Context: an optimization exercise on an open-source flow, tuned for small area, a short achievable clock period and few clock cycles per item. The choices shown serve that exercise and are no tape-out recipe. Only simulation tests tie the RTL to the original design; equivalence was not proved.

**flow/constraint.sdc**
```tcl
create_clock -name core_clock -period 6.5 [get_ports {i_clk}]
set_input_delay 1.3000 -clock core_clock [delete_from_list [all_inputs] [get_ports {i_clk}]]
set_output_delay 1.3000 -clock core_clock [all_outputs]
set_load 0.01 [all_outputs]
```
**flow/run.sh**
```bash
#!/bin/bash
# synth_recipe.tcl (not shown) runs the flow's synth.tcl, then flattens the netlist and writes it again
# the make line also repeats each setting of config.mk as NAME=value (left out here)
make -C /OpenROAD-flow-scripts/flow DESIGN_CONFIG=/design/flow/config.mk WORK_HOME=/design/flow/orfs CLKGATE_MAP_FILE= SYNTH_SCRIPT=/design/flow/synth_recipe.tcl finish
```
**flow/design.v**
```verilog
`default_nettype none
module bch (
	input  logic        i_clk,
	input  logic        i_arst_n,
	input  logic        i_set,
	input  logic [63:0] i_data,
	output logic        o_ready,
	output logic        o_finish,
	output logic [9:0]  o_data
);
	function automatic [9:0] qsolve(input [9:0] x);
		qsolve[0] = 1'b0;
		qsolve[1] = x[2] ^ x[4] ^ x[7];
		qsolve[2] = x[3] ^ x[4] ^ x[6] ^ x[7];
		qsolve[3] = x[1] ^ x[2] ^ x[4] ^ x[6] ^ x[9];
		qsolve[4] = x[3] ^ x[6] ^ x[7] ^ x[8] ^ x[9];
		qsolve[5] = x[0] ^ x[3] ^ x[6] ^ x[7] ^ x[9];
		qsolve[6] = x[7] ^ x[9];
		qsolve[7] = x[8] ^ x[9];
		qsolve[8] = x[6] ^ x[7] ^ x[9];
		qsolve[9] = x[8];
	endfunction
	function automatic [4:0] t_inv32(input [4:0] x);
		t_inv32[0] = 32'hbd89b432 >> x;
		t_inv32[1] = 32'hba357164 >> x;
		t_inv32[2] = 32'h4c98f3e8 >> x;
		t_inv32[3] = 32'h8a7ba4d8 >> x;
		t_inv32[4] = 32'hed3a0d2c >> x;
	endfunction
	function automatic [4:0] t_l31(input [4:0] x);
		t_l31[0] = 32'h1afb9244 >> x;
		t_l31[1] = 32'hb7903954 >> x;
		t_l31[2] = 32'h2dd584d8 >> x;
		t_l31[3] = 32'ha37162ac >> x;
		t_l31[4] = 32'h7a6628f0 >> x;
	endfunction
	function automatic [5:0] t_l33(input [4:0] x);
		t_l33[0] = 32'h69555995 >> x;
		t_l33[1] = 32'hf0c300ff >> x;
		t_l33[2] = 32'h63be30a6 >> x;
		t_l33[3] = 32'h5e952365 >> x;
		t_l33[4] = 32'h56651daa >> x;
		t_l33[5] = 32'h8000 >> x;
	endfunction
	function automatic [5:0] t_n3(input [5:0] x);
		t_n3[0] = 64'h1552aa554 >> x;
		t_n3[1] = 64'h199b33666 >> x;
		t_n3[2] = 64'hb49692d2 >> x;
		t_n3[3] = 64'h738e71ce >> x;
		t_n3[4] = 64'hf81f03e >> x;
		t_n3[5] = 64'h0 >> x;
	endfunction
	function automatic [4:0] t_k(input [5:0] x);
		t_k[0] = 64'h1c8a0144e >> x;
		t_k[1] = 64'ha9303254 >> x;
		t_k[2] = 64'h27249390 >> x;
		t_k[3] = 64'h430fc308 >> x;
		t_k[4] = 64'h15807806a >> x;
	endfunction
	function automatic [4:0] t_t33(input [5:0] x);
		t_t33[0] = 64'h150d653d4 >> x;
		t_t33[1] = 64'h1a18fc616 >> x;
		t_t33[2] = 64'h1c4b8748e >> x;
		t_t33[3] = 64'h1972313a6 >> x;
		t_t33[4] = 64'hbd1862f4 >> x;
	endfunction
	function automatic [4:0] t_gh(input [4:0] x);
		t_gh[0] = 32'ha3be4c2d >> x;
		t_gh[1] = 32'hb51df26 >> x;
		t_gh[2] = 32'h6a3be4c2 >> x;
		t_gh[3] = 32'h30b51df2 >> x;
		t_gh[4] = 32'h7c985a8e >> x;
	endfunction
	function automatic [9:0] t_a(input [4:0] x);
		t_a[0] = 32'h4ccccccc >> x;
		t_a[1] = 32'h70f0f0f0 >> x;
		t_a[2] = 32'h7f00ff00 >> x;
		t_a[3] = 32'h7fff0000 >> x;
		t_a[4] = 32'h2aaaaaaa >> x;
		t_a[5] = 32'h4ccccccc >> x;
		t_a[6] = 32'h70f0f0f0 >> x;
		t_a[7] = 32'h7f00ff00 >> x;
		t_a[8] = 32'h7fff0000 >> x;
		t_a[9] = 32'h2aaaaaaa >> x;
	endfunction
	function automatic [9:0] t_b(input [5:0] x);
		t_b[0] = 64'h199999998 >> x;
		t_b[1] = 64'h1e1e1e1e0 >> x;
		t_b[2] = 64'h1fe01fe00 >> x;
		t_b[3] = 64'h1fffe0000 >> x;
		t_b[4] = 64'haaaaaaaa >> x;
		t_b[5] = 64'h66666666 >> x;
		t_b[6] = 64'h1e1e1e1e >> x;
		t_b[7] = 64'h1fe01fe >> x;
		t_b[8] = 64'h1fffe >> x;
		t_b[9] = 64'h155555554 >> x;
	endfunction
	function automatic [4:0] m32(input [4:0] a, input [4:0] b);
		logic [8:0] p;
		p = '0;
		for (int i = 0; i < 5; i++)
			if (b[i])
				p = p ^ (9'(a) << i);
		for (int i = 8; i >= 5; i--)
			if (p[i])
				p = p ^ (9'b100101 << (i - 5));
		m32 = p[4:0];
	endfunction
	function automatic [4:0] sq32(input [4:0] a);
		sq32 = m32(a, a);
	endfunction
	function automatic [4:0] add31(input [4:0] x, input [4:0] y);
		logic [5:0] s;
		s = {1'b0, x} + {1'b0, y};
		add31 = s[4:0] + {4'd0, s[5]};
	endfunction
	function automatic [5:0] add33(input [5:0] x, input [5:0] y);
		logic [6:0] s;
		s = {1'b0, x} + {1'b0, y};
		add33 = (s >= 7'd33) ? 6'(s - 7'd33) : s[5:0];
	endfunction
	function automatic [9:0] add1023(input [9:0] x, input [9:0] y);
		logic [10:0] s;
		s = {1'b0, x} + {1'b0, y} + 11'd1;
		add1023 = s[10] ? s[9:0] : 10'(s - 11'd1);
	endfunction
	logic       busy;
	logic [3:0] cnt;
	logic       start;
	logic       last;
	logic       fin;
	assign o_ready = !busy;
	assign start   = i_set && !busy;
	assign last    = busy && (cnt == 4'd15);
	always_ff @(posedge i_clk or negedge i_arst_n) begin
		if (!i_arst_n) begin
			busy <= 1'b0;
			cnt  <= '0;
			fin  <= 1'b0;
		end else begin
			fin <= last;
			if (start) begin
				busy <= 1'b1;
				cnt  <= 4'd1;
			end else if (busy) begin
				cnt <= cnt + 1'b1;
				if (last)
					busy <= 1'b0;
			end
		end
	end
	logic [63:0] dm;
	logic [9:0]  acc1;
	logic [9:0]  acc3;
	logic [9:0]  fb1;
	logic [9:0]  fb3;
	assign dm  = {i_data[63] && !last, i_data[62:0]};   
	assign fb1 = start ? 10'd0 : acc1;
	assign fb3 = start ? 10'd0 : acc3;
	logic [333:0] sx;
	assign sx[0] = dm[5] ^ dm[53];
	assign sx[1] = dm[34] ^ dm[52];
	assign sx[2] = dm[33] ^ dm[46];
	assign sx[3] = dm[7] ^ dm[60];
	assign sx[4] = dm[27] ^ dm[29];
	assign sx[5] = dm[54] ^ dm[57];
	assign sx[6] = dm[17] ^ dm[58];
	assign sx[7] = dm[10] ^ dm[37];
	assign sx[8] = dm[31] ^ dm[62];
	assign sx[9] = dm[0] ^ dm[20];
	assign sx[10] = dm[14] ^ dm[55];
	assign sx[11] = dm[11] ^ dm[48];
	assign sx[12] = dm[1] ^ dm[56];
	assign sx[13] = dm[23] ^ sx[0];
	assign sx[14] = dm[15] ^ sx[3];
	assign sx[15] = dm[12] ^ dm[38];
	assign sx[16] = dm[36] ^ dm[45];
	assign sx[17] = dm[24] ^ dm[61];
	assign sx[18] = dm[9] ^ dm[18];
	assign sx[19] = dm[49] ^ dm[51];
	assign sx[20] = dm[35] ^ dm[59];
	assign sx[21] = dm[4] ^ sx[8];
	assign sx[22] = dm[6] ^ sx[6];
	assign sx[23] = dm[3] ^ sx[7];
	assign sx[24] = dm[21] ^ sx[2];
	assign sx[25] = sx[1] ^ sx[4];
	assign sx[26] = dm[13] ^ sx[5];
	assign sx[27] = dm[47] ^ sx[12];
	assign sx[28] = fb3[7] ^ dm[43];
	assign sx[29] = dm[16] ^ dm[26];
	assign sx[30] = dm[42] ^ sx[10];
	assign sx[31] = sx[9] ^ sx[11];
	assign sx[32] = dm[40] ^ sx[18];
	assign sx[33] = sx[13] ^ sx[20];
	assign sx[34] = sx[14] ^ sx[15];
	assign sx[35] = fb3[4] ^ fb3[5];
	assign sx[36] = fb3[8] ^ dm[22];
	assign sx[37] = dm[19] ^ dm[44];
	assign sx[38] = dm[2] ^ dm[50];
	assign sx[39] = fb3[9] ^ sx[17];
	assign sx[40] = sx[19] ^ sx[25];
	assign sx[41] = fb1[4] ^ dm[28];
	assign sx[42] = fb1[7] ^ dm[43];
	assign sx[43] = dm[30] ^ dm[32];
	assign sx[44] = fb3[6] ^ dm[39];
	assign sx[45] = fb3[3] ^ sx[28];
	assign sx[46] = dm[48] ^ sx[21];
	assign sx[47] = sx[16] ^ sx[27];
	assign sx[48] = sx[23] ^ sx[29];
	assign sx[49] = sx[16] ^ sx[24];
	assign sx[50] = dm[20] ^ sx[26];
	assign sx[51] = sx[31] ^ sx[34];
	assign sx[52] = dm[25] ^ dm[47];
	assign sx[53] = fb1[5] ^ dm[53];
	assign sx[54] = dm[22] ^ dm[41];
	assign sx[55] = fb1[1] ^ dm[18];
	assign sx[56] = dm[32] ^ dm[56];
	assign sx[57] = fb3[2] ^ dm[34];
	assign sx[58] = dm[8] ^ sx[36];
	assign sx[59] = fb1[3] ^ sx[1];
	assign sx[60] = fb1[6] ^ sx[41];
	assign sx[61] = sx[19] ^ sx[35];
	assign sx[62] = dm[33] ^ sx[11];
	assign sx[63] = dm[40] ^ sx[0];
	assign sx[64] = sx[4] ^ sx[32];
	assign sx[65] = dm[3] ^ sx[22];
	assign sx[66] = fb3[0] ^ sx[39];
	assign sx[67] = sx[9] ^ sx[33];
	assign sx[68] = dm[59] ^ sx[46];
	assign sx[69] = dm[29] ^ sx[33];
	assign sx[70] = fb1[9] ^ sx[40];
	assign sx[71] = dm[0] ^ dm[28];
	assign sx[72] = dm[25] ^ dm[54];
	assign sx[73] = fb1[4] ^ dm[8];
	assign sx[74] = fb1[0] ^ dm[61];
	assign sx[75] = fb1[3] ^ dm[12];
	assign sx[76] = dm[14] ^ dm[15];
	assign sx[77] = fb3[1] ^ dm[17];
	assign sx[78] = fb3[8] ^ dm[44];
	assign sx[79] = dm[19] ^ dm[46];
	assign sx[80] = fb1[2] ^ dm[30];
	assign sx[81] = dm[42] ^ dm[63];
	assign sx[82] = dm[26] ^ dm[39];
	assign sx[83] = dm[16] ^ dm[24];
	assign sx[84] = fb3[9] ^ dm[51];
	assign sx[85] = fb1[2] ^ dm[7];
	assign sx[86] = dm[58] ^ sx[38];
	assign sx[87] = sx[2] ^ sx[17];
	assign sx[88] = sx[37] ^ sx[81];
	assign sx[89] = sx[6] ^ sx[12];
	assign sx[90] = sx[8] ^ sx[43];
	assign sx[91] = dm[11] ^ sx[10];
	assign sx[92] = fb1[8] ^ sx[55];
	assign sx[93] = dm[60] ^ sx[54];
	assign sx[94] = dm[2] ^ sx[52];
	assign sx[95] = sx[42] ^ sx[74];
	assign sx[96] = sx[15] ^ sx[53];
	assign sx[97] = sx[35] ^ sx[84];
	assign sx[98] = sx[38] ^ sx[76];
	assign sx[99] = sx[2] ^ sx[28];
	assign sx[100] = sx[5] ^ sx[37];
	assign sx[101] = sx[14] ^ sx[88];
	assign sx[102] = sx[22] ^ sx[57];
	assign sx[103] = dm[1] ^ sx[25];
	assign sx[104] = sx[60] ^ sx[92];
	assign sx[105] = sx[27] ^ sx[30];
	assign sx[106] = dm[9] ^ sx[63];
	assign sx[107] = sx[26] ^ sx[45];
	assign sx[108] = dm[13] ^ sx[89];
	assign sx[109] = dm[4] ^ sx[30];
	assign sx[110] = sx[30] ^ sx[79];
	assign sx[111] = dm[26] ^ sx[61];
	assign sx[112] = sx[13] ^ sx[32];
	assign sx[113] = sx[39] ^ sx[58];
	assign sx[114] = dm[5] ^ sx[24];
	assign sx[115] = sx[59] ^ sx[87];
	assign sx[116] = sx[62] ^ sx[95];
	assign sx[117] = dm[45] ^ sx[21];
	assign sx[118] = sx[48] ^ sx[93];
	assign sx[119] = sx[34] ^ sx[112];
	assign sx[120] = dm[38] ^ sx[50];
	assign sx[121] = sx[47] ^ sx[91];
	assign sx[122] = sx[56] ^ sx[64];
	assign sx[123] = dm[14] ^ sx[65];
	assign sx[124] = sx[66] ^ sx[102];
	assign sx[125] = sx[49] ^ sx[73];
	assign sx[126] = dm[35] ^ sx[50];
	assign sx[127] = sx[31] ^ sx[49];
	assign sx[128] = dm[41] ^ sx[51];
	assign sx[129] = sx[42] ^ sx[70];
	assign sx[130] = sx[69] ^ sx[104];
	assign sx[131] = dm[57] ^ sx[68];
	assign sx[132] = sx[67] ^ sx[122];
	assign sx[133] = sx[51] ^ sx[82];
	assign sx[134] = dm[0] ^ dm[16];
	assign sx[135] = dm[36] ^ sx[72];
	assign sx[136] = sx[75] ^ sx[134];
	assign sx[137] = sx[13] ^ sx[24];
	assign sx[138] = sx[60] ^ sx[90];
	assign sx[139] = sx[135] ^ sx[136];
	assign sx[140] = sx[101] ^ sx[137];
	assign sx[141] = sx[138] ^ sx[139];
	assign sx[142] = sx[70] ^ sx[123];
	assign sx[143] = sx[140] ^ sx[141];
	assign sx[144] = sx[142] ^ sx[143];
	assign sx[145] = dm[49] ^ dm[52];
	assign sx[146] = sx[41] ^ sx[145];
	assign sx[147] = sx[22] ^ sx[146];
	assign sx[148] = sx[105] ^ sx[116];
	assign sx[149] = sx[147] ^ sx[119];
	assign sx[150] = sx[126] ^ sx[148];
	assign sx[151] = sx[149] ^ sx[150];
	assign sx[152] = fb1[0] ^ fb1[9];
	assign sx[153] = dm[2] ^ dm[22];
	assign sx[154] = dm[31] ^ sx[43];
	assign sx[155] = sx[152] ^ sx[153];
	assign sx[156] = sx[14] ^ sx[23];
	assign sx[157] = sx[26] ^ sx[154];
	assign sx[158] = sx[155] ^ sx[115];
	assign sx[159] = sx[156] ^ sx[157];
	assign sx[160] = sx[121] ^ sx[158];
	assign sx[161] = sx[159] ^ sx[130];
	assign sx[162] = sx[160] ^ sx[161];
	assign sx[163] = fb1[4] ^ dm[10];
	assign sx[164] = dm[50] ^ sx[55];
	assign sx[165] = sx[80] ^ sx[163];
	assign sx[166] = sx[100] ^ sx[164];
	assign sx[167] = sx[165] ^ sx[114];
	assign sx[168] = sx[117] ^ sx[166];
	assign sx[169] = sx[167] ^ sx[168];
	assign sx[170] = sx[129] ^ sx[133];
	assign sx[171] = sx[169] ^ sx[170];
	assign sx[172] = fb1[8] ^ dm[37];
	assign sx[173] = sx[3] ^ sx[29];
	assign sx[174] = sx[53] ^ sx[80];
	assign sx[175] = sx[172] ^ sx[22];
	assign sx[176] = sx[173] ^ sx[174];
	assign sx[177] = sx[47] ^ sx[115];
	assign sx[178] = sx[175] ^ sx[176];
	assign sx[179] = sx[68] ^ sx[120];
	assign sx[180] = sx[177] ^ sx[178];
	assign sx[181] = sx[179] ^ sx[180];
	assign sx[182] = dm[3] ^ dm[52];
	assign sx[183] = sx[182] ^ sx[108];
	assign sx[184] = sx[110] ^ sx[183];
	assign sx[185] = sx[130] ^ sx[133];
	assign sx[186] = sx[184] ^ sx[185];
	assign sx[187] = dm[37] ^ dm[39];
	assign sx[188] = sx[18] ^ sx[38];
	assign sx[189] = sx[54] ^ sx[71];
	assign sx[190] = sx[72] ^ sx[85];
	assign sx[191] = sx[187] ^ sx[96];
	assign sx[192] = sx[188] ^ sx[189];
	assign sx[193] = sx[190] ^ sx[65];
	assign sx[194] = sx[191] ^ sx[192];
	assign sx[195] = sx[121] ^ sx[193];
	assign sx[196] = sx[194] ^ sx[129];
	assign sx[197] = sx[195] ^ sx[196];
	assign sx[198] = fb1[1] ^ dm[27];
	assign sx[199] = sx[198] ^ sx[32];
	assign sx[200] = sx[59] ^ sx[96];
	assign sx[201] = sx[98] ^ sx[48];
	assign sx[202] = sx[108] ^ sx[199];
	assign sx[203] = sx[200] ^ sx[125];
	assign sx[204] = sx[201] ^ sx[202];
	assign sx[205] = sx[131] ^ sx[203];
	assign sx[206] = sx[204] ^ sx[205];
	assign sx[207] = fb1[6] ^ dm[25];
	assign sx[208] = dm[51] ^ dm[52];
	assign sx[209] = sx[7] ^ sx[10];
	assign sx[210] = sx[83] ^ sx[85];
	assign sx[211] = sx[207] ^ sx[208];
	assign sx[212] = sx[86] ^ sx[100];
	assign sx[213] = sx[209] ^ sx[210];
	assign sx[214] = sx[211] ^ sx[212];
	assign sx[215] = sx[213] ^ sx[125];
	assign sx[216] = sx[214] ^ sx[132];
	assign sx[217] = sx[215] ^ sx[216];
	assign sx[218] = fb1[5] ^ dm[8];
	assign sx[219] = dm[13] ^ dm[17];
	assign sx[220] = sx[56] ^ sx[75];
	assign sx[221] = sx[218] ^ sx[219];
	assign sx[222] = sx[220] ^ sx[221];
	assign sx[223] = sx[40] ^ sx[106];
	assign sx[224] = sx[109] ^ sx[116];
	assign sx[225] = sx[222] ^ sx[118];
	assign sx[226] = sx[223] ^ sx[224];
	assign sx[227] = sx[225] ^ sx[226];
	assign sx[228] = dm[30] ^ dm[54];
	assign sx[229] = dm[62] ^ sx[77];
	assign sx[230] = sx[228] ^ sx[23];
	assign sx[231] = sx[27] ^ sx[58];
	assign sx[232] = sx[99] ^ sx[229];
	assign sx[233] = sx[40] ^ sx[101];
	assign sx[234] = sx[230] ^ sx[231];
	assign sx[235] = sx[232] ^ sx[67];
	assign sx[236] = sx[233] ^ sx[234];
	assign sx[237] = sx[235] ^ sx[236];
	assign sx[238] = dm[46] ^ sx[0];
	assign sx[239] = sx[43] ^ sx[78];
	assign sx[240] = sx[21] ^ sx[238];
	assign sx[241] = sx[239] ^ sx[47];
	assign sx[242] = sx[48] ^ sx[64];
	assign sx[243] = sx[240] ^ sx[124];
	assign sx[244] = sx[241] ^ sx[242];
	assign sx[245] = sx[128] ^ sx[243];
	assign sx[246] = sx[244] ^ sx[245];
	assign sx[247] = fb3[5] ^ dm[21];
	assign sx[248] = dm[37] ^ dm[50];
	assign sx[249] = sx[52] ^ sx[247];
	assign sx[250] = sx[248] ^ sx[63];
	assign sx[251] = sx[90] ^ sx[249];
	assign sx[252] = sx[103] ^ sx[107];
	assign sx[253] = sx[113] ^ sx[250];
	assign sx[254] = sx[251] ^ sx[252];
	assign sx[255] = sx[253] ^ sx[128];
	assign sx[256] = sx[254] ^ sx[255];
	assign sx[257] = dm[10] ^ dm[36];
	assign sx[258] = dm[58] ^ sx[1];
	assign sx[259] = sx[29] ^ sx[44];
	assign sx[260] = sx[257] ^ sx[61];
	assign sx[261] = sx[94] ^ sx[258];
	assign sx[262] = sx[259] ^ sx[110];
	assign sx[263] = sx[113] ^ sx[260];
	assign sx[264] = sx[261] ^ sx[119];
	assign sx[265] = sx[262] ^ sx[263];
	assign sx[266] = sx[131] ^ sx[264];
	assign sx[267] = sx[265] ^ sx[266];
	assign sx[268] = fb3[7] ^ dm[11];
	assign sx[269] = dm[28] ^ dm[53];
	assign sx[270] = dm[62] ^ sx[18];
	assign sx[271] = sx[37] ^ sx[44];
	assign sx[272] = sx[268] ^ sx[269];
	assign sx[273] = sx[86] ^ sx[270];
	assign sx[274] = sx[271] ^ sx[272];
	assign sx[275] = sx[66] ^ sx[103];
	assign sx[276] = sx[273] ^ sx[274];
	assign sx[277] = sx[118] ^ sx[126];
	assign sx[278] = sx[275] ^ sx[276];
	assign sx[279] = sx[277] ^ sx[278];
	assign sx[280] = fb3[2] ^ dm[7];
	assign sx[281] = dm[27] ^ sx[6];
	assign sx[282] = sx[36] ^ sx[44];
	assign sx[283] = sx[71] ^ sx[83];
	assign sx[284] = sx[280] ^ sx[45];
	assign sx[285] = sx[281] ^ sx[282];
	assign sx[286] = sx[283] ^ sx[46];
	assign sx[287] = sx[105] ^ sx[114];
	assign sx[288] = sx[284] ^ sx[285];
	assign sx[289] = sx[286] ^ sx[287];
	assign sx[290] = sx[288] ^ sx[289];
	assign sx[291] = dm[1] ^ dm[6];
	assign sx[292] = dm[24] ^ dm[27];
	assign sx[293] = dm[32] ^ dm[39];
	assign sx[294] = sx[3] ^ sx[20];
	assign sx[295] = sx[78] ^ sx[291];
	assign sx[296] = sx[292] ^ sx[293];
	assign sx[297] = sx[23] ^ sx[97];
	assign sx[298] = sx[294] ^ sx[295];
	assign sx[299] = sx[296] ^ sx[107];
	assign sx[300] = sx[109] ^ sx[297];
	assign sx[301] = sx[298] ^ sx[127];
	assign sx[302] = sx[299] ^ sx[300];
	assign sx[303] = sx[301] ^ sx[302];
	assign sx[304] = sx[5] ^ sx[45];
	assign sx[305] = sx[94] ^ sx[106];
	assign sx[306] = sx[111] ^ sx[304];
	assign sx[307] = sx[124] ^ sx[127];
	assign sx[308] = sx[305] ^ sx[306];
	assign sx[309] = sx[307] ^ sx[308];
	assign sx[310] = fb3[0] ^ fb3[3];
	assign sx[311] = fb3[6] ^ dm[21];
	assign sx[312] = dm[32] ^ dm[42];
	assign sx[313] = dm[45] ^ dm[60];
	assign sx[314] = sx[7] ^ sx[17];
	assign sx[315] = sx[36] ^ sx[77];
	assign sx[316] = sx[310] ^ sx[311];
	assign sx[317] = sx[312] ^ sx[313];
	assign sx[318] = sx[62] ^ sx[98];
	assign sx[319] = sx[314] ^ sx[315];
	assign sx[320] = sx[316] ^ sx[317];
	assign sx[321] = sx[111] ^ sx[318];
	assign sx[322] = sx[319] ^ sx[320];
	assign sx[323] = sx[69] ^ sx[120];
	assign sx[324] = sx[321] ^ sx[322];
	assign sx[325] = sx[323] ^ sx[324];
	assign sx[326] = fb3[1] ^ dm[12];
	assign sx[327] = sx[44] ^ sx[57];
	assign sx[328] = sx[326] ^ sx[97];
	assign sx[329] = sx[99] ^ sx[327];
	assign sx[330] = sx[117] ^ sx[328];
	assign sx[331] = sx[329] ^ sx[123];
	assign sx[332] = sx[330] ^ sx[132];
	assign sx[333] = sx[331] ^ sx[332];
	always_ff @(posedge i_clk) begin
		acc1[0] <= sx[144];
		acc1[1] <= sx[151];
		acc1[2] <= sx[162];
		acc1[3] <= sx[171];
		acc1[4] <= sx[181];
		acc1[5] <= sx[186];
		acc1[6] <= sx[197];
		acc1[7] <= sx[206];
		acc1[8] <= sx[217];
		acc1[9] <= sx[227];
		acc3[0] <= sx[237];
		acc3[1] <= sx[246];
		acc3[2] <= sx[256];
		acc3[3] <= sx[267];
		acc3[4] <= sx[279];
		acc3[5] <= sx[290];
		acc3[6] <= sx[303];
		acc3[7] <= sx[309];
		acc3[8] <= sx[325];
		acc3[9] <= sx[333];
	end
	logic [9:0] lin;      
	logic [9:0] lx;
	logic [4:0] la;
	logic [4:0] lb;
	logic [4:0] lnorm;
	logic [4:0] lt;
	logic       lbz;
	logic [4:0] lr31;
	logic [5:0] lr33;
	assign lx    = fin ? acc1 : lin;
	assign la    = lx[4:0];
	assign lb    = lx[9:5];
	assign lnorm = sq32(la) ^ m32(la, lb) ^ sq32(lb);
	assign lbz   = (lb == 5'd0);
	assign lt    = m32(la, t_inv32(lb));
	assign lr31  = t_l31(lnorm);
	assign lr33  = lbz ? 6'd0 : t_l33(lt);
	logic [5:0] st;       
	logic [4:0] r1_31;    
	logic [5:0] r1_33;
	logic [4:0] r_31;     
	logic [5:0] r_33;
	logic       s1z;      
	logic       s3z;      
	logic       single;
	logic       nosol;    
	logic [4:0] op31;
	logic [5:0] op33;
	logic       sgl_n;
	logic [4:0] ed;
	logic [4:0] es;
	logic [9:0] ex;
	logic [9:0] ec;
	logic [9:0] p;
	logic [9:0] p1;
	logic [9:0] od;
	logic       of;
	logic [1:0] ocnt;
	logic       lt_p;
	always_ff @(posedge i_clk or negedge i_arst_n) begin
		if (!i_arst_n) begin
			st <= '0;
		end else begin
			st <= {st[4:0], fin};
		end
	end
	assign op31 = st[0] ? ~add31(r1_31, {r1_31[3:0], r1_31[4]}) : r1_31;
	assign op33 = st[0] ? t_n3(r1_33) : r1_33;
	assign sgl_n = !s3z && ((r_31 == 5'd0) || (r_31 == 5'd31)) && (r_33 == 6'd0);
	assign ed    = add31(r_31, ~t_k(r_33));
	assign es    = t_gh(ed);
	assign ex    = s3z ? 10'd0 : (r_33 == 6'd0) ? {5'd0, es} : {es, m32(es, t_t33(r_33))};
	assign ec    = ex ^ 10'd1;
	assign p    = add1023(t_a(r_31), t_b(r_33));
	assign lt_p = (p < p1);
	always_ff @(posedge i_clk) begin
		if (fin) begin
			r1_31 <= lr31;
			r1_33 <= lr33;
			s1z   <= (acc1 == 10'd0);
			lin   <= acc3;
		end else if (st[1]) begin
			lin <= sgl_n ? 10'd1 : qsolve(ec);
		end else begin
			lin <= lin ^ 10'd1;
		end
		if (st[0])
			s3z <= (lin == 10'd0);
		if (st[1]) begin
			single <= sgl_n;
			nosol  <= ^(ec & 10'd288);
		end
		r_31 <= add31(lr31, op31);
		r_33 <= add33(lr33, op33);
		if (st[3] || (st[4] && !lt_p))
			p1 <= p;
	end
	assign o_finish = of;
	assign o_data   = od;
	always_ff @(posedge i_clk or negedge i_arst_n) begin
		if (!i_arst_n) begin
			of   <= 1'b0;
			ocnt <= '0;
		end else begin
			if (st[4]) begin
				of   <= 1'b1;
				ocnt <= (s1z || (!single && nosol)) ? 2'd0 : single ? 2'd1 : 2'd2;
			end else if (of) begin
				if (ocnt == 2'd0)
					of <= 1'b0;
				else
					ocnt <= ocnt - 1'b1;
			end
		end
	end
	always_ff @(posedge i_clk) begin
		if (st[4]) begin
			if (s1z || (!single && nosol))
				od <= 10'd1023;
			else if (!single && lt_p)
				od <= p;
			else
				od <= p1;
		end else if (ocnt == 2'd2) begin
			od <= p1;
		end else begin
			od <= 10'd1023;
		end
	end
endmodule
`default_nettype wire
```
**flow/config.mk**
```make
export PLATFORM = sky130hd
export DESIGN_NAME = bch
export DESIGN_NICKNAME = bch
export VERILOG_FILES = /design/flow/design.v
export SDC_FILE = /design/flow/constraint.sdc
export NUM_CORES = 4
export LEC_CHECK = 0
export ABC_AREA = 1
export CAP_MARGIN = 20
export CORE_MARGIN = 2
export CORE_UTILIZATION = 40
export SLEW_MARGIN = 20
```
==> notes.md <==
## cells in the final DEF, fill, tap and decap left out, types with 13 or more instances in the layout
master | synthesis | layout
a21oi_1 | 55 | 55
clkdlybuf4s50_1 | 0 | 78
dfrtp_1 | 14 | 13
dfxtp_1 | 42 | 40
edfxtp_1 | 34 | 34
ha_1 | 92 | 92
inv_1 | 203 | 203
nand2_1 | 430 | 428
nand3_1 | 136 | 136
nand4_1 | 21 | 21
nor2_1 | 111 | 110
o21ai_0 | 83 | 82
xnor2_1 | 153 | 152
xor2_1 | 262 | 262
## worst reg2reg max path: cells and delay by family (launching register included)
family / cells / cell delay (ns)
AND/OR/NAND/NOR: 15 / 1.62
XOR/XNOR: 5 / 1.23
adder cells (fa/ha/maj): 3 / 0.99
buffers and inverters: 6 / 0.93
flip-flops: 1 / 0.52
AO/OA/AOI/OAI: 2 / 0.46
## final timing paths
| check | endpoint | slack [ns] | depth (start not counted) |
|---|---|---|---|
| max | r_33[4] | 0.67 | 31 |
| min | st[3] | 0.35 | 0 |
| max reg2reg | r_33[4] | 0.67 | 31 |
| min reg2reg | st[3] | 0.35 | 0 |
| max in group asynchronous | fin | 4.48 | 1 |
| min in group asynchronous | ocnt[1] | 1.43 | 1 |
## cell families after synthesis
| logic type | Yosys count |
|---|---|
| DFF | 90 |
| and+or+nand+nor | 749 |
| adders and majority gates | 97 |
| xor gates and xnor gates | 421 |
| buffers and inverters | 239 |
| AOI/OAI and AO/OA | 213 |
## sequential cells by signal, indices dropped and copies added, names as in the netlist, 2 cells and up
name   flops
p1        10
r1_33      6
od        10
ocnt       2
acc1      10
lin       10
st         5
r_33       6
acc3      10
r1_31      5
r_31       5
cnt        4
## final cells by class
type / count / area share
multi-input cells: 1480 / 0.670
flip-flops and latches: 90 / 0.157
repair buffers: 86 / 0.0595
inverters: 212 / 0.0565
well taps: 402 / 0.0356
clock buffers: 9 / 0.0159
clock inverters: 7 / 0.00575
## per-stage QoR
stage	setup slack [ns]	hold WS (ns)	area, sq um	utilization
after floorplan	0.981	0.331	12600	-
after global placement	0.307	0.334	13800	0.440
after detailed placement	0.277	0.338	13800	0.440
after CTS	0.230	0.354	14100	0.450
after global routing	0.00632	0.358	14100	0.451
final	0.674	0.352	14100	0.451
## metal layers
| layer | track usage | up-vias | wire, microns | part of all wire |
|---|---|---|---|---|
| met5 | 0 | - | 0 | 0 |
| met4 | 0.0608 | 0 | 827 | 0.024 |
| li1 | - | 5950 | - | - |
| met1 | 0.268 | 5369 | 15500 | 0.46 |
| met3 | 0.0227 | 50 | 1430 | 0.042 |
| met2 | 0.357 | 308 | 16000 | 0.47 |
==> impl_metrics.yaml <==
worst_setup_path:
  crit_buf_inv: 6
  critPathMaxFanout: 13
  slowest_stage: "dfrtp_2"
  worstSetupStartpoint: "fin"
  cpPeakStageDelay_ns: 0.52
  critPathArrivalTime_ns: 6.09
  critPathLaunchType: "flip-flop"
  end_kind: "flip-flop"
  crit_type: "reg -> reg"
  timing.rr.start: "fin"
  worstPathRequired_ns: 6.76
  crit_family: "simple AND/OR/NAND/NOR gates"
  crit_path_frequent_cell: "nand2_1"
global_route:
  grt_remaining_overflow: 0
  grt_pass1_vias: 11200
  antenna_found_initial: 0
  grt_max_degree: 19
  grt_pass1_wl_microns: 55500
  gr-usage-all-layers: 0.206
placement:
  portBuffers: 78
  gp_congestion: 0.938
  hpwl_microns: 28500
  dp_cells: 2270
yosys:
  synth_xor_xnor_area_share: 0.296
  synth_top_family_by_area: "XOR/XNOR gates"
  async_reset_ff_frac: 0.156
  yosys-top-cells-area: "xor2_1 18%, nand2_1 13%, xnor2_1 11%"
  synth.most_common_cell: "nand2_1"
  synth_fa_ha_area_frac: 0.0992
  synth_commonest_cells: "430 x nand2_1, 262 x xor2_1, 203 x inv_1"
  synthCells: 1809
  synth_warnings: 1
  post_synth.cell_area_avg_sq_um: 6.97
  synth_edf_count: 34
  ys_ff_latch: 90
  syn-cell-area_sq_um: 12600
  synthMuxAreaShare: 0
  yosys.area_share.simple: 0.252
  synthDistinctLibCells: 60
  synth_compound_area_frac: 0.101
  synth_top_area_frac: 0.182
  yosys.area.top_type: "xor2_1"
  syn_nets: 1973
  synth-main-ff-cell: "dfxtp_1"
  ys_seq_area_frac: 0.175
cts:
  clk-insertion-delay-late_ns: 0.35
  postCtsHoldBufs: 0
  cts_tree: "built"
  htree_levels: 3
  clk_pin_slew_worst_paths_ns: 0.07
  cts_buffer_depth: 2
  post_cts_buffers: 0
  cts_made_buffers: 9
  clockRootBuffer: "clkbuf_16"
  cts.sinks: 90
  ctsResizeCount: 0
drt:
  drcViolationCount: 0
  dr.pass1.iters: 7
  routedWlPerCell_microns: 14.8
  drt-total-wl_microns: 33800
  drt.antenna.violating_nets: 0
  routed_via_density: 5.11
  vias: 11700
  drt_iter0_markers: 714
layout:
  antennaDiodeCount: 0
  final_cells: 2286
  multi_input_area_sq_um: 9470
  area_growth_pct: 12.0
  fin_nets: 2043
  layout-drive-gt1-share: 0.0403
  seq_area_sq_um: 2220
  fill_cells: 3183
sta:
  relSlewSlack: 0.430
  tns_ns: 0
  rsz0062_at_grt: "no"
  timing.fmax_ghz: 0.172
  slew_viol_final: 0
  period_needed_ns: 5.83
  worstMarginPinSlew_ns: 0.852
  hold_viol: 0
  min_period_over_period: 0.896
  skew_ns: 0.0103
  finalSetupViolCount: 0
floorplan:
  core_area_sq_um: 31300
  rows: 65
  die_h_microns: 182
  initial_core_util: 0.403
  die_w_microns: 182
  die_area_sq_um: 33000
  io_pins: 79
run:
  drv_cap: 0
hold_path:
  worst_hold_startpoint: "st[2]"
  hp-class: "reg -> reg"
outcome:
  outcome: "complete, no violations"
Testbench counts, summed over its fixed seeds: cycles 3,137, items 192.

-- static timing again, ports no longer ideal --
Ports are ideal in the flow. The routed layout listed here was re-timed in OpenROAD.
Step 1 (the two cells are an assumption about what drives the block):
set clk [get_ports {i_clk}]
set_driving_cell -lib_cell sky130_fd_sc_hd__clkbuf_16 $clk
set_driving_cell -lib_cell sky130_fd_sc_hd__buf_2 [delete_from_list [all_inputs] $clk]
Step 2 moves the port delays by t, midway between the first and last clock arrival at a register: inputs arrive t later, outputs are due t later. That takes back most of the time a late clock gives input paths.
a / b / c = ideal / step 1 / step 2; a / b = the first two.
t (ns): 0.398
setup WS [ns]: 0.674 / 0.674 / 0.674
clock arrival spread, ns: 0.013 / 0.013
cell pins on the clock port's net: 1
After both steps setup and hold are still met in this run. The setup slack of this run moves by 0.000 ns with the drivers and by 0.000 ns with both steps.
